Background: an optimization exercise with open tools, aiming at small area, a short achievable clock period and few clock cycles. Do not read the settings as production practice. In this exercise RTL edits were held to simulation tests only and were not proved equivalent to the original. No activity file was given, so power comes from the tool's default toggle rates.

==> flow/config.mk <==
export PLATFORM = sky130hd
export DESIGN_NAME = lsu
export DESIGN_NICKNAME = lsu
export VERILOG_FILES = /design/flow/design.v
export SDC_FILE = /design/flow/constraint.sdc
export NUM_CORES = 4
export LEC_CHECK = 0
export CAP_MARGIN = 20
export CORE_MARGIN = 2
export CORE_UTILIZATION = 40
export SLEW_MARGIN = 20
==> flow/constraint.sdc <==
create_clock -name core_clock -period 9.0 [get_ports {clk_i}]
set_input_delay 1.8000 -clock core_clock [delete_from_list [all_inputs] [get_ports {clk_i}]]
set_output_delay 1.8000 -clock core_clock [all_outputs]
set_load 0.01 [all_outputs]
==> flow/design.v <==
`timescale 1ns/1ps
package lsu_pkg;
  localparam int SB_DEPTH          = 4;
  localparam int SB_IDX_W          = 2;
  localparam int ROB_IDX_W         = 5;
  localparam int DRAIN_IDLE_CYCLES = 5;
  localparam int IDLE_CNT_W        = $clog2(DRAIN_IDLE_CYCLES + 1);
  typedef logic [31:0]          paddr_t;
  typedef logic [31:0]          data_t;
  typedef logic [ROB_IDX_W-1:0] rob_idx_t;
  typedef enum logic [1:0] {BYTE, HALF, WORD} access_size_t;
  typedef enum logic {LOAD, STORE} mem_kind_t;
  typedef struct packed {
    mem_kind_t    kind;
    access_size_t size;
    logic         is_signed;
    rob_idx_t     rob_idx;
    paddr_t       addr;
    data_t        data;   
  } lsu_op_t;
  typedef struct packed {
    rob_idx_t     rob_idx;
    paddr_t       addr;
    data_t        data;
    access_size_t size;
  } sb_store_t;
  typedef struct packed {
    paddr_t       addr;
    access_size_t size;
    logic         is_signed;
  } load_req_t;
  typedef struct packed {
    logic   hit;
    logic   must_wait;
    data_t  data;
    paddr_t addr;   
  } fwd_resp_t;
  typedef struct packed {
    rob_idx_t rob_idx;
    data_t    data;
    logic     misaligned;
  } lsu_result_t;
  typedef struct packed {
    logic         valid;
    logic         committed;
    rob_idx_t     rob_idx;
    paddr_t       addr;
    data_t        data;
    access_size_t size;
  } sb_entry_t;
  localparam int SB_ENTRY_W = 2 + ROB_IDX_W + 32 + 32 + 2;   
endpackage
`timescale 1ns/1ps
module mem_op_decode (
  input  logic      clk_i,
  input  logic      rst_i,
  input  logic      op_valid_i,
  input  lsu_pkg::lsu_op_t   op_i,
  output logic      op_ready_o,
  input  logic      sb_full_i,
  input  logic      finish_mode_i,
  input  lsu_pkg::fwd_resp_t fwd_i,
  input  logic      load_busy_i,
  output logic      sb_push_o,
  output lsu_pkg::sb_store_t sb_store_o,
  output logic      ld_start_o,
  output lsu_pkg::load_req_t ld_req_o,
  output logic      err_o,
  output lsu_pkg::rob_idx_t  err_tag_o
);
  logic alive_q;
  logic misaligned;
  logic is_load;
  logic blocked;
  logic accept;
  always_ff @(posedge clk_i) begin
    if (!rst_i) begin
      alive_q <= 1'b0;
    end else begin
      alive_q <= 1'b1;   
    end
  end
  always_comb begin
    case (op_i.size)
      lsu_pkg::HALF:    misaligned = op_i.addr[0];
      lsu_pkg::WORD:    misaligned = |op_i.addr[1:0];
      default: misaligned = 1'b0;
    endcase
  end
  assign is_load = (op_i.kind == lsu_pkg::LOAD);
  assign blocked = !misaligned && (is_load ? fwd_i.must_wait : sb_full_i);
  assign op_ready_o = alive_q && !load_busy_i && !finish_mode_i && !(op_valid_i && blocked);
  assign accept     = op_valid_i && op_ready_o;
  assign sb_push_o  = accept && !is_load && !misaligned;
  assign ld_start_o = accept && is_load && !misaligned;
  assign err_o      = accept && misaligned;
  assign err_tag_o  = op_i.rob_idx;
  assign sb_store_o.rob_idx = op_i.rob_idx;
  assign sb_store_o.addr    = op_i.addr;
  assign sb_store_o.data    = op_i.data;
  assign sb_store_o.size    = op_i.size;
  assign ld_req_o.addr      = op_i.addr;   
  assign ld_req_o.size      = op_i.size;
  assign ld_req_o.is_signed = op_i.is_signed;
endmodule
`timescale 1ns/1ps
module store_buffer (
  input  logic                     clk_i,
  input  logic                     rst_i,
  input  logic                     sb_push_i,
  input  lsu_pkg::sb_store_t                sb_store_i,
  input  logic                     commit_valid_i,
  input  lsu_pkg::rob_idx_t                 commit_idx_i,
  input  logic                     finish_i,
  output logic [lsu_pkg::SB_DEPTH*lsu_pkg::SB_ENTRY_W-1:0] entries_o,
  output logic [lsu_pkg::SB_IDX_W-1:0]      tail_o,
  output logic                     sb_full_o,
  output logic                     finish_mode_o,
  output logic                     done_o,
  output logic                     drain_req_o,
  output lsu_pkg::sb_store_t                drain_store_o,
  input  logic                     drain_ack_i
);
  logic [lsu_pkg::SB_DEPTH-1:0]    valid_q;
  logic [lsu_pkg::SB_DEPTH-1:0]    committed_q;
  lsu_pkg::rob_idx_t               rob_idx_q [lsu_pkg::SB_DEPTH];
  lsu_pkg::paddr_t                 addr_q    [lsu_pkg::SB_DEPTH];
  lsu_pkg::data_t                  data_q    [lsu_pkg::SB_DEPTH];
  lsu_pkg::access_size_t           size_q    [lsu_pkg::SB_DEPTH];
  logic [lsu_pkg::SB_DEPTH*lsu_pkg::SB_ENTRY_W-1:0] entries_q;
  logic [lsu_pkg::SB_IDX_W-1:0]      head_q;
  logic [lsu_pkg::SB_IDX_W-1:0]      tail_q;
  logic [lsu_pkg::SB_IDX_W:0]        count_q;
  logic                     finish_mode_q;
  logic [lsu_pkg::IDLE_CNT_W-1:0]    idle_cnt_q;
  lsu_pkg::sb_entry_t                head;
  logic                     head_committing;
  logic                     empty;
  for (genvar i = 0; i < lsu_pkg::SB_DEPTH; i++) begin : g_entry
    assign entries_q[i*lsu_pkg::SB_ENTRY_W +: lsu_pkg::SB_ENTRY_W] =
        {valid_q[i], committed_q[i], rob_idx_q[i], addr_q[i], data_q[i], size_q[i]};
  end
  assign head  = entries_q[head_q*lsu_pkg::SB_ENTRY_W +: lsu_pkg::SB_ENTRY_W];
  assign empty = (count_q == '0);
  assign head_committing = commit_valid_i && (head.rob_idx == commit_idx_i);
  assign drain_req_o = head.valid && (head.committed || head_committing || finish_mode_q);
  assign drain_store_o.rob_idx = head.rob_idx;
  assign drain_store_o.addr    = head.addr;
  assign drain_store_o.data    = head.data;
  assign drain_store_o.size    = head.size;
  assign entries_o     = entries_q;
  assign tail_o        = tail_q;
  assign sb_full_o     = (count_q == (lsu_pkg::SB_IDX_W + 1)'(lsu_pkg::SB_DEPTH));
  assign finish_mode_o = finish_mode_q;
  assign done_o        = finish_i && finish_mode_q &&
                         (idle_cnt_q == lsu_pkg::IDLE_CNT_W'(lsu_pkg::DRAIN_IDLE_CYCLES));
  always_ff @(posedge clk_i) begin
    if (!rst_i) begin
      head_q        <= '0;
      tail_q        <= '0;
      count_q       <= '0;
      finish_mode_q <= 1'b0;
      idle_cnt_q    <= '0;
      valid_q       <= '0;
      committed_q   <= '0;
    end else begin
      if (finish_i) begin
        finish_mode_q <= 1'b1;
      end else if (empty) begin
        finish_mode_q <= 1'b0;   
      end
      if (finish_mode_q && empty) begin
        if (idle_cnt_q != lsu_pkg::IDLE_CNT_W'(lsu_pkg::DRAIN_IDLE_CYCLES)) begin
          idle_cnt_q <= idle_cnt_q + 1'b1;
        end
      end else begin
        idle_cnt_q <= '0;
      end
      if (commit_valid_i) begin
        for (int i = 0; i < lsu_pkg::SB_DEPTH; i++) begin
          if (valid_q[i] && (rob_idx_q[i] == commit_idx_i)) begin
            committed_q[i] <= 1'b1;
          end
        end
      end
      for (int i = 0; i < lsu_pkg::SB_DEPTH; i++) begin
        if (sb_push_i && (tail_q == lsu_pkg::SB_IDX_W'(i))) begin
          valid_q[i]     <= 1'b1;
          committed_q[i] <= 1'b0;
          rob_idx_q[i]   <= sb_store_i.rob_idx;
          addr_q[i]      <= sb_store_i.addr;
          data_q[i]      <= sb_store_i.data;
          size_q[i]      <= sb_store_i.size;
        end
        if (drain_ack_i && (head_q == lsu_pkg::SB_IDX_W'(i))) begin
          valid_q[i]     <= 1'b0;
          committed_q[i] <= 1'b0;
        end
      end
      if (sb_push_i) begin
        tail_q <= tail_q + 1'b1;
      end
      if (drain_ack_i) begin
        head_q <= head_q + 1'b1;
      end
      count_q <= count_q + {{lsu_pkg::SB_IDX_W{1'b0}}, sb_push_i} - {{lsu_pkg::SB_IDX_W{1'b0}}, drain_ack_i};
    end
  end
endmodule
`timescale 1ns/1ps
module store_forward_check (
  input  lsu_pkg::load_req_t                ld_req_i,
  input  logic [lsu_pkg::SB_DEPTH*lsu_pkg::SB_ENTRY_W-1:0] entries_i,
  input  logic [lsu_pkg::SB_IDX_W-1:0]      tail_i,
  output lsu_pkg::fwd_resp_t                fwd_o
);
  function automatic logic [32:0] access_end(lsu_pkg::paddr_t addr, lsu_pkg::access_size_t size);
    logic [32:0] nbytes;
    case (size)
      lsu_pkg::BYTE:    nbytes = 33'd1;
      lsu_pkg::HALF:    nbytes = 33'd2;
      default: nbytes = 33'd4;
    endcase
    access_end = {1'b0, addr} + nbytes;   
  endfunction
  always_comb begin : search
    logic [lsu_pkg::SB_IDX_W-1:0] idx;
    logic [32:0]         ld_lo;
    logic [32:0]         ld_hi;
    logic [32:0]         st_lo;
    logic [32:0]         st_hi;
    logic                found;
    lsu_pkg::sb_entry_t  e;
    fwd_o = '0;
    found = 1'b0;
    idx   = '0;
    st_lo = '0;
    st_hi = '0;
    e     = '0;
    ld_lo = {1'b0, ld_req_i.addr};
    ld_hi = access_end(ld_req_i.addr, ld_req_i.size);
    for (int i = 0; i < lsu_pkg::SB_DEPTH; i++) begin
      idx   = tail_i - lsu_pkg::SB_IDX_W'(i + 1);
      e     = entries_i[idx*lsu_pkg::SB_ENTRY_W +: lsu_pkg::SB_ENTRY_W];
      st_lo = {1'b0, e.addr};
      st_hi = access_end(e.addr, e.size);
      if (!found && e.valid && (st_lo < ld_hi) && (ld_lo < st_hi)) begin
        found = 1'b1;
        if ((st_lo <= ld_lo) && (ld_hi <= st_hi)) begin
          fwd_o.hit  = 1'b1;
          fwd_o.data = e.data;
          fwd_o.addr = e.addr;
        end else begin
          fwd_o.must_wait = 1'b1;   
        end
      end
    end
  end
endmodule
`timescale 1ns/1ps
module wb_data_port (
  input  logic        clk_i,
  input  logic        rst_i,
  input  logic        ld_start_i,
  input  logic        ld_fwd_hit_i,
  input  lsu_pkg::paddr_t      ld_addr_i,
  input  logic        drain_req_i,
  input  lsu_pkg::sb_store_t   drain_store_i,
  output logic        drain_ack_o,
  output logic        rd_done_o,
  output lsu_pkg::data_t       rd_data_o,
  output logic        wb_cyc_o,
  output logic        wb_stb_o,
  output logic        wb_we_o,
  output logic [29:0] wb_adr_o,
  output logic [3:0]  wb_sel_o,
  output lsu_pkg::data_t       wb_dat_o,
  input  lsu_pkg::data_t       wb_dat_i,
  input  logic        wb_ack_i
);
  typedef enum logic [1:0] {ST_IDLE, ST_READ, ST_WRITE} wb_state_t;
  wb_state_t state_q;
  logic      rd_pend_q;
  lsu_pkg::paddr_t    rd_addr_q;
  logic      rd_new;
  lsu_pkg::paddr_t    rd_addr;
  function automatic logic [3:0] byte_sel(lsu_pkg::access_size_t size, logic [1:0] lane);
    case (size)
      lsu_pkg::BYTE:    byte_sel = 4'b0001 << lane;
      lsu_pkg::HALF:    byte_sel = 4'b0011 << lane;
      default: byte_sel = 4'b1111;
    endcase
  endfunction
  assign rd_new  = ld_start_i && !ld_fwd_hit_i;
  assign rd_addr = rd_new ? ld_addr_i : rd_addr_q;
  assign wb_cyc_o    = (state_q != ST_IDLE);
  assign wb_stb_o    = (state_q != ST_IDLE);
  assign drain_ack_o = (state_q == ST_WRITE) && wb_ack_i;
  assign rd_done_o   = (state_q == ST_READ) && wb_ack_i;
  assign rd_data_o   = wb_dat_i;
  always_ff @(posedge clk_i) begin
    if (!rst_i) begin
      state_q   <= ST_IDLE;
      rd_pend_q <= 1'b0;
      wb_we_o   <= 1'b0;
    end else begin
      if (rd_new) begin
        rd_pend_q <= 1'b1;   
        rd_addr_q <= ld_addr_i;
      end
      case (state_q)
        ST_IDLE: begin
          if (rd_new || rd_pend_q) begin
            state_q   <= ST_READ;
            rd_pend_q <= 1'b0;
            wb_we_o   <= 1'b0;
            wb_adr_o  <= rd_addr[31:2];
            wb_sel_o  <= 4'b1111;
          end else if (drain_req_i) begin
            state_q  <= ST_WRITE;
            wb_we_o  <= 1'b1;
            wb_adr_o <= drain_store_i.addr[31:2];
            wb_sel_o <= byte_sel(drain_store_i.size, drain_store_i.addr[1:0]);
            wb_dat_o <= drain_store_i.data << {drain_store_i.addr[1:0], 3'b000};
          end
        end
        ST_READ, ST_WRITE: begin
          if (wb_ack_i) begin
            state_q <= ST_IDLE;
          end
        end
        default: state_q <= ST_IDLE;
      endcase
    end
  end
endmodule
`timescale 1ns/1ps
module load_result (
  input  logic        clk_i,
  input  logic        rst_i,
  input  logic        ld_start_i,
  input  lsu_pkg::load_req_t   ld_req_i,
  input  lsu_pkg::rob_idx_t    ld_tag_i,
  input  lsu_pkg::fwd_resp_t   fwd_i,
  input  logic        rd_done_i,
  input  lsu_pkg::data_t       rd_data_i,
  input  logic        err_i,
  input  lsu_pkg::rob_idx_t    err_tag_i,
  output logic        load_busy_o,
  output logic        result_valid_o,
  output lsu_pkg::lsu_result_t result_o
);
  lsu_pkg::load_req_t   ld_q;
  lsu_pkg::rob_idx_t    tag_q;
  logic        busy_q;
  logic        valid_q;
  lsu_pkg::lsu_result_t res_q;
  logic [1:0]  fwd_lane;
  function automatic lsu_pkg::data_t format_load(lsu_pkg::data_t word, logic [1:0] lane, lsu_pkg::access_size_t size,
                                        logic sgn);
    lsu_pkg::data_t shifted;
    shifted = word >> {lane, 3'b000};
    case (size)
      lsu_pkg::BYTE:    format_load = {{24{sgn & shifted[7]}}, shifted[7:0]};
      lsu_pkg::HALF:    format_load = {{16{sgn & shifted[15]}}, shifted[15:0]};
      default: format_load = shifted;
    endcase
  endfunction
  assign fwd_lane = ld_req_i.addr[1:0] - fwd_i.addr[1:0];
  assign load_busy_o    = busy_q;
  assign result_valid_o = valid_q;
  assign result_o       = res_q;
  always_ff @(posedge clk_i) begin
    if (!rst_i) begin
      busy_q  <= 1'b0;
      valid_q <= 1'b0;
    end else begin
      valid_q <= 1'b0;
      if (err_i) begin
        valid_q          <= 1'b1;
        res_q.rob_idx    <= err_tag_i;
        res_q.data       <= '0;
        res_q.misaligned <= 1'b1;
      end else if (ld_start_i) begin
        tag_q <= ld_tag_i;
        ld_q  <= ld_req_i;
        if (fwd_i.hit) begin
          valid_q          <= 1'b1;
          res_q.rob_idx    <= ld_tag_i;
          res_q.data       <= format_load(fwd_i.data, fwd_lane, ld_req_i.size,
                                          ld_req_i.is_signed);
          res_q.misaligned <= 1'b0;
        end else begin
          busy_q <= 1'b1;   
        end
      end
      if (rd_done_i && busy_q) begin
        busy_q           <= 1'b0;
        valid_q          <= 1'b1;
        res_q.rob_idx    <= tag_q;
        res_q.data       <= format_load(rd_data_i, ld_q.addr[1:0], ld_q.size, ld_q.is_signed);
        res_q.misaligned <= 1'b0;
      end
    end
  end
endmodule
`timescale 1ns/1ps
module lsu_top (
  input  logic        clk_i,
  input  logic        rst_i,
  input  logic        op_valid_i,
  input  lsu_pkg::lsu_op_t     op_i,
  output logic        op_ready_o,
  input  logic        commit_valid_i,
  input  lsu_pkg::rob_idx_t    commit_idx_i,
  input  logic        finish_i,
  output logic        done_o,
  output logic        result_valid_o,
  output lsu_pkg::lsu_result_t result_o,
  output logic        wb_cyc_o,
  output logic        wb_stb_o,
  output logic        wb_we_o,
  output logic [29:0] wb_adr_o,
  output logic [3:0]  wb_sel_o,
  output lsu_pkg::data_t       wb_dat_o,
  input  lsu_pkg::data_t       wb_dat_i,
  input  logic        wb_ack_i
);
  logic                     sb_push;
  lsu_pkg::sb_store_t                sb_store;
  logic                     ld_start;
  lsu_pkg::load_req_t                ld_req;
  logic                     err;
  lsu_pkg::rob_idx_t                 err_tag;
  logic                     sb_full;
  logic                     finish_mode;
  lsu_pkg::fwd_resp_t                fwd;
  logic                     load_busy;
  logic [lsu_pkg::SB_DEPTH*lsu_pkg::SB_ENTRY_W-1:0] entries;
  logic [lsu_pkg::SB_IDX_W-1:0]      tail;
  logic                     drain_req;
  lsu_pkg::sb_store_t                drain_store;
  logic                     drain_ack;
  logic                     rd_done;
  lsu_pkg::data_t                    rd_data;
  mem_op_decode i_decode (
    .clk_i        (clk_i),
    .rst_i        (rst_i),
    .op_valid_i   (op_valid_i),
    .op_i         (op_i),
    .op_ready_o   (op_ready_o),
    .sb_full_i    (sb_full),
    .finish_mode_i(finish_mode),
    .fwd_i        (fwd),
    .load_busy_i  (load_busy),
    .sb_push_o    (sb_push),
    .sb_store_o   (sb_store),
    .ld_start_o   (ld_start),
    .ld_req_o     (ld_req),
    .err_o        (err),
    .err_tag_o    (err_tag)
  );
  store_buffer i_store_buffer (
    .clk_i         (clk_i),
    .rst_i         (rst_i),
    .sb_push_i     (sb_push),
    .sb_store_i    (sb_store),
    .commit_valid_i(commit_valid_i),
    .commit_idx_i  (commit_idx_i),
    .finish_i      (finish_i),
    .entries_o     (entries),
    .tail_o        (tail),
    .sb_full_o     (sb_full),
    .finish_mode_o (finish_mode),
    .done_o        (done_o),
    .drain_req_o   (drain_req),
    .drain_store_o (drain_store),
    .drain_ack_i   (drain_ack)
  );
  store_forward_check i_forward (
    .ld_req_i (ld_req),
    .entries_i(entries),
    .tail_i   (tail),
    .fwd_o    (fwd)
  );
  wb_data_port i_wb_port (
    .clk_i        (clk_i),
    .rst_i        (rst_i),
    .ld_start_i   (ld_start),
    .ld_fwd_hit_i (fwd.hit),
    .ld_addr_i    (ld_req.addr),
    .drain_req_i  (drain_req),
    .drain_store_i(drain_store),
    .drain_ack_o  (drain_ack),
    .rd_done_o    (rd_done),
    .rd_data_o    (rd_data),
    .wb_cyc_o     (wb_cyc_o),
    .wb_stb_o     (wb_stb_o),
    .wb_we_o      (wb_we_o),
    .wb_adr_o     (wb_adr_o),
    .wb_sel_o     (wb_sel_o),
    .wb_dat_o     (wb_dat_o),
    .wb_dat_i     (wb_dat_i),
    .wb_ack_i     (wb_ack_i)
  );
  load_result i_result (
    .clk_i         (clk_i),
    .rst_i         (rst_i),
    .ld_start_i    (ld_start),
    .ld_req_i      (ld_req),
    .ld_tag_i      (op_i.rob_idx),
    .fwd_i         (fwd),
    .rd_done_i     (rd_done),
    .rd_data_i     (rd_data),
    .err_i         (err),
    .err_tag_i     (err_tag),
    .load_busy_o   (load_busy),
    .result_valid_o(result_valid_o),
    .result_o      (result_o)
  );
endmodule
`timescale 1ns/1ps
module lsu (
  input  logic        clk_i,
  input  logic        rst_i,
  input  logic        op_valid_i,
  input  logic        op_store_i,
  input  logic [1:0]  op_size_i,
  input  logic        op_signed_i,
  input  logic [4:0]  op_rob_idx_i,
  input  logic [31:0] op_addr_i,
  input  logic [31:0] op_data_i,
  output logic        op_ready_o,
  input  logic        commit_valid_i,
  input  logic [4:0]  commit_idx_i,
  input  logic        finish_i,
  output logic        done_o,
  output logic        result_valid_o,
  output logic [4:0]  result_rob_idx_o,
  output logic [31:0] result_data_o,
  output logic        result_misaligned_o,
  output logic        wb_cyc_o,
  output logic        wb_stb_o,
  output logic        wb_we_o,
  output logic [29:0] wb_adr_o,
  output logic [3:0]  wb_sel_o,
  output logic [31:0] wb_dat_o,
  input  logic [31:0] wb_dat_i,
  input  logic        wb_ack_i
);
  lsu_pkg::lsu_op_t     op;
  lsu_pkg::lsu_result_t result;
  assign op.kind      = lsu_pkg::mem_kind_t'(op_store_i);
  assign op.size      = lsu_pkg::access_size_t'(op_size_i);
  assign op.is_signed = op_signed_i;
  assign op.rob_idx   = op_rob_idx_i;
  assign op.addr      = op_addr_i;
  assign op.data      = op_data_i;
  assign result_rob_idx_o    = result.rob_idx;
  assign result_data_o       = result.data;
  assign result_misaligned_o = result.misaligned;
  lsu_top i_lsu_top (
    .clk_i         (clk_i),
    .rst_i         (rst_i),
    .op_valid_i    (op_valid_i),
    .op_i          (op),
    .op_ready_o    (op_ready_o),
    .commit_valid_i(commit_valid_i),
    .commit_idx_i  (commit_idx_i),
    .finish_i      (finish_i),
    .done_o        (done_o),
    .result_valid_o(result_valid_o),
    .result_o      (result),
    .wb_cyc_o      (wb_cyc_o),
    .wb_stb_o      (wb_stb_o),
    .wb_we_o       (wb_we_o),
    .wb_adr_o      (wb_adr_o),
    .wb_sel_o      (wb_sel_o),
    .wb_dat_o      (wb_dat_o),
    .wb_dat_i      (wb_dat_i),
    .wb_ack_i      (wb_ack_i)
  );
endmodule
==> flow/run.sh <==
#!/bin/bash
# synth_recipe.tcl (not shown) runs the flow's synth.tcl, then flattens the netlist and writes it again
# the make line also repeats each setting of config.mk as NAME=value (left out here)
make -C /OpenROAD-flow-scripts/flow DESIGN_CONFIG=/design/flow/config.mk WORK_HOME=/design/flow/orfs CLKGATE_MAP_FILE= SYNTH_SCRIPT=/design/flow/synth_recipe.tcl finish
==> summary.txt <==
### Final layout
- **final standard cell utilization of the core** 48.8%
- **share of cells above drive strength 1** 23.3%
- **Total Nets Final** 4944
- **total of fill cells in the finished design** 9430
- **growth of design area from synthesis to finish** 21.1%

### Global routing
- **via count of the first global-routing pass** 34200
- **total global-route track usage** 29.1%
- **largest net degree at the start of global routing** 60
- **total gr overflow** 0
- **global-route wire length before repair** 231000 µm
- **antenna violations before repair** 9

### Placed design
- **count of input and output buffers** 225
- **placer's final routability congestion estimate** 0.994
- **estimated wirelength of the detail-placed design** 124000 µm

### Worst hold path
- **worst hold-check path type** reg -> reg

### Clock network
- **insertion delay to the later sink of the worst-skew pair** 0.64 ns
- **TritonCTS clock tree** yes
- **level count of the clock H-tree** 2
- **number of sinks on the clock net** 454
- **clock buffer depth** 3
- **CTS root buffer** sky130_fd_sc_hd__clkbuf_16
- **clock transition at the register clock pins on the worst setup and hold paths after CTS** 0.06 ns
- **number of CTS-inserted buffers** 50

### Setup path
- **number of buffer and inverter stages on the critical path** 6
- **Largest delay share family, worst path** compound AO/OA/AOI/OAI gates
- **sort of element at the start of the critical path** register
- **reg2reg path depth** 33
- **Max stage delay on crit path** 0.57 ns
- **launching element of the worst setup path** i_lsu_top.i_store_buffer.tail_q[1]
- **Stages on worst setup path** 28
- **worst flop-to-flop path startpoint** i_lsu_top.i_store_buffer.tail_q[1]
- **nature of the critical path endpoint** output port
- **CP max-delay cell** sky130_fd_sc_hd__mux4_2
- **data required time of the critical path** 7.20 ns
- **end of the critical path** op_ready_o
- **largest fanout of any net on the critical path** 13
- **type of the setup path with the least slack** reg -> out
- **Reg2Reg Capture Point** i_lsu_top.i_result.res_q[17]
- **Worst R2R Setup Slack** 0.66 ns
- **Crit path arrival time** 6.94 ns

### Run
- **max cap viols** 0

### Yosys
- **post-synthesis sequential area ratio** 32.1%
- **post-synthesis net count** 4371
- **number of warnings reported in the yosys synthesis log** 9
- **post-synthesis instance area** 0.0417 mm²
- **Most used DFF post-synth** sky130_fd_sc_hd__edfxtp_1
- **number of enable flip-flop cells after synthesis** 428
- **register bit count reported by yosys** 454
- **Synth Area per Inst** 11.2 µm²
- **count of distinct cell types in the synthesized netlist** 112
- **number of instances in the synthesized netlist** 3707
- **asr flop ratio synth** 0%

### Floorplanning
- **Die X** 327 µm
- **Std-Cell Rows** 118
- **Placeable Area** 0.103 mm²
- **die span in y** 327 µm
- **I/O pin count** 226
- **initial core utilization** 40.3%
- **die outline area** 0.107 mm²

### Power
- **Final Total Pwr** 5.98 mW
- **Peak supply drop** 0.121 mV
- **share of power burned in the clock network** 36.1%
- **Comb pwr share** 24.6%
- **sequential group share of total power** 39.4%
- **net switching power** 1.78 mW
- **Leakage Power** 19.0 nW
- **Power Internal** 4.20 mW
- **power per cell area** 118 mW/mm²
- **switching power as a share of total power** 29.7%

### Routing
- **WL/cell** 27.6 µm
- **overall via count from detail_route** 35300
- **number of antenna-violating nets in the routed design** 0
- **final wirelength** 158000 µm
- **Post-route DRC** 0
- **Pre-Repair DR Iteration Count** 6
- **number of design-rule violations left by the first detailed-router iteration** 3784
- **vias per cell** 6.18

### STA
- **highest achievable clock rate** 114 MHz
- **Post-Route Setup TNS** 0 ns
- **Final Hold Viols** 0
- **transition time at the pin with the least slew margin** 0.990 ns
- **final clock skew** 0.0433 ns
- **Slew Limit Fails** 0
- **number of endpoints failing setup at the final stage** 0
- **final clock period utilization by the worst path** 97.2%
- **clock period minus final worst setup slack** 8.74 ns
- **Max transition margin** 34.0%

### Status
- **run status** finished clean

[tightest hold or removal path, cell delays in order (launching register included)]
cell,delay [ns]
sky130_fd_sc_hd__edfxtp_1,0.32
sky130_fd_sc_hd__nand2_1,0.04
sky130_fd_sc_hd__nand2_1,0.04
[synthesized netlist by cell type (all sizes together), types with 60 or more instances]
master	count	share of area [%]
nor2	295	2.7
mux4	293	16
mux2	60	1.6
mux2i	85	2.0
xnor2	102	2.2
clkbuf	71	0.64
nand2	225	2.0
o21ai	130	1.6
nor3	64	0.77
a21oi	224	2.7
ha	542	16
edfxtp	428	31
nand4	125	2.0
inv	132	1.2
buf	81	1.3
xor2	82	1.7
a21o	74	1.3
nand3	110	1.3
[registers in the layout, summed over array words and instances, names as in the netlist, 5 cells and up]
register                            flops
i_lsu_top.i_store_buffer.data_q       128
i_lsu_top.i_result.tag_q                5
i_lsu_top.i_store_buffer.size_q         8
i_lsu_top.i_result.ld_q                 5
i_lsu_top.i_result.res_q               38
i_lsu_top.i_wb_port.wb_adr_o           30
i_lsu_top.i_store_buffer.addr_q       128
i_lsu_top.i_wb_port.rd_addr_q          30
i_lsu_top.i_wb_port.wb_dat_o           32
i_lsu_top.i_store_buffer.rob_idx_q     20
[per-layer routing]
layer / up-vias / wire (µm) / GRT usage (%)
li1: 15900 / - / -
met1: 17400 / 64700 / 39.2
met2: 1622 / 71600 / 45.9
met3: 344 / 12400 / 4.30
met4: 0 / 9020 / 14.3
met5: - / 0 / 0
[placed cells by master (no fill, tap or decap), types with 21 or more instances in the layout]
cell type	n
sky130_fd_sc_hd__xnor2_1	99
sky130_fd_sc_hd__o22ai_1	21
sky130_fd_sc_hd__nand4_1	122
sky130_fd_sc_hd__and2_1	23
sky130_fd_sc_hd__nand3_1	107
sky130_fd_sc_hd__clkdlybuf4s50_1	221
sky130_fd_sc_hd__a21oi_1	217
sky130_fd_sc_hd__nor2_1	284
sky130_fd_sc_hd__nor2b_1	50
sky130_fd_sc_hd__nand2_1	223
sky130_fd_sc_hd__nor3_1	61
sky130_fd_sc_hd__xor2_1	80
sky130_fd_sc_hd__and3_1	40
sky130_fd_sc_hd__a211oi_1	46
sky130_fd_sc_hd__o21ai_0	121
sky130_fd_sc_hd__a21o_1	72
sky130_fd_sc_hd__dfxtp_1	22
sky130_fd_sc_hd__mux2i_1	84
sky130_fd_sc_hd__o211ai_1	24
sky130_fd_sc_hd__buf_4	432
sky130_fd_sc_hd__clkbuf_16	50
sky130_fd_sc_hd__ha_1	539
sky130_fd_sc_hd__edfxtp_1	428
sky130_fd_sc_hd__mux4_2	287
sky130_fd_sc_hd__mux2_2	58
sky130_fd_sc_hd__o21a_1	21
sky130_fd_sc_hd__inv_1	128
[worst min-delay path by stage]
stage                                                start                                endpoint  slack (ns)  cells after the start
floorplan           i_lsu_top.i_store_buffer.idle_cnt_q[2]  i_lsu_top.i_store_buffer.idle_cnt_q[2]        0.48                      2
global placement    i_lsu_top.i_store_buffer.idle_cnt_q[2]  i_lsu_top.i_store_buffer.idle_cnt_q[2]        0.49                      2
detailed placement             i_lsu_top.i_result.tag_q[0]            i_lsu_top.i_result.res_q[33]        0.50                      2
CTS                            i_lsu_top.i_result.tag_q[0]            i_lsu_top.i_result.res_q[33]        0.51                      2
global route                   i_lsu_top.i_result.tag_q[0]            i_lsu_top.i_result.res_q[33]        0.54                      2
finish                         i_lsu_top.i_result.tag_q[0]            i_lsu_top.i_result.res_q[33]        0.51                      2
[cells by family (layout without fill, tap and decap cells)]
group	after synthesis	in the layout	synth area share, %
AOI/OAI and AO/OA	740	740	12.0
DFF	454	454	32.1
muxes	438	438	19.5
xor gates and xnor gates	184	184	3.90
buffers and inverters	287	902	3.20
adders and majority gates	548	548	16.6
other	0	5	0
and+or+nand+nor	1056	1056	12.7
[power groups by stage]
stage               Combinational [mW]  Clock (mW)  Sequential (mW)
floorplan                        0.837           0             2.40
global placement                  1.42           0             2.40
detailed placement                1.43           0             2.40
CTS                               1.44        2.19             2.35
global route                      1.59        2.27             2.35
finish                            1.47        2.16             2.35
[area by class of cell]
| type | count | area, µm² | share of cell area [%] |
|---|---|---|---|
| clock inverters | 38 | 440 | 0.873 |
| repair buffers | 673 | 5780 | 11.5 |
| flip-flops and latches | 454 | 13400 | 26.5 |
| multi-input cells | 2966 | 27300 | 54.1 |
| clock buffers | 56 | 1270 | 2.52 |
| diodes | 5 | 12.5 | 0.0248 |
| well taps | 1380 | 1730 | 3.42 |
| inverters | 135 | 517 | 1.02 |
[metrics by stage]
stage	worst slack (ns)	area, µm²	cells	hold WS, ns
after floorplan	-0.337	42200	3707	0.481
after global placement	-0.811	48500	5593	0.493
after detailed placement	-0.879	48500	5593	0.499
after CTS	0.0120	50300	5688	0.513
after global routing	-0.0522	50500	5707	0.543
final	0.255	50500	5707	0.508
[timing repair]
action | in CTS | in global routing
hold buffers | 0 | 0
setup buffers | 1 | 14
gates resized for setup | 22 | 25
pin swaps | 4 | 5
setup endpoints to repair | 1 | 5
Testbench counts, summed over its fixed seeds: cycles 50,130.

[static timing again, ports no longer ideal]
How much do the figures lean on ideal ports? The routed layout below was timed once more, with nothing changed but the port constraints.
Step 1, drivers: a clkbuf_16 drives clk_i and a buf_2 each remaining input, both assumed.
Step 2, shift: input delay + t, output delay - t, t = (earliest + latest rising clock arrival at the registers) / 2. This alone moves slack from input paths to output paths.
a / b / c = ideal ports / drivers / drivers and shift; a / b = the first two.
t, ns: 0.684
slack for setup (ns): 0.255 / 0.185 / -0.014
hold slack, ns: 0.508 / 0.508 / 0.508
Met with ideal ports but missed after step 2: setup timing in this run. The setup slack of this run moves by -0.070 ns with the drivers and by -0.269 ns with both steps.
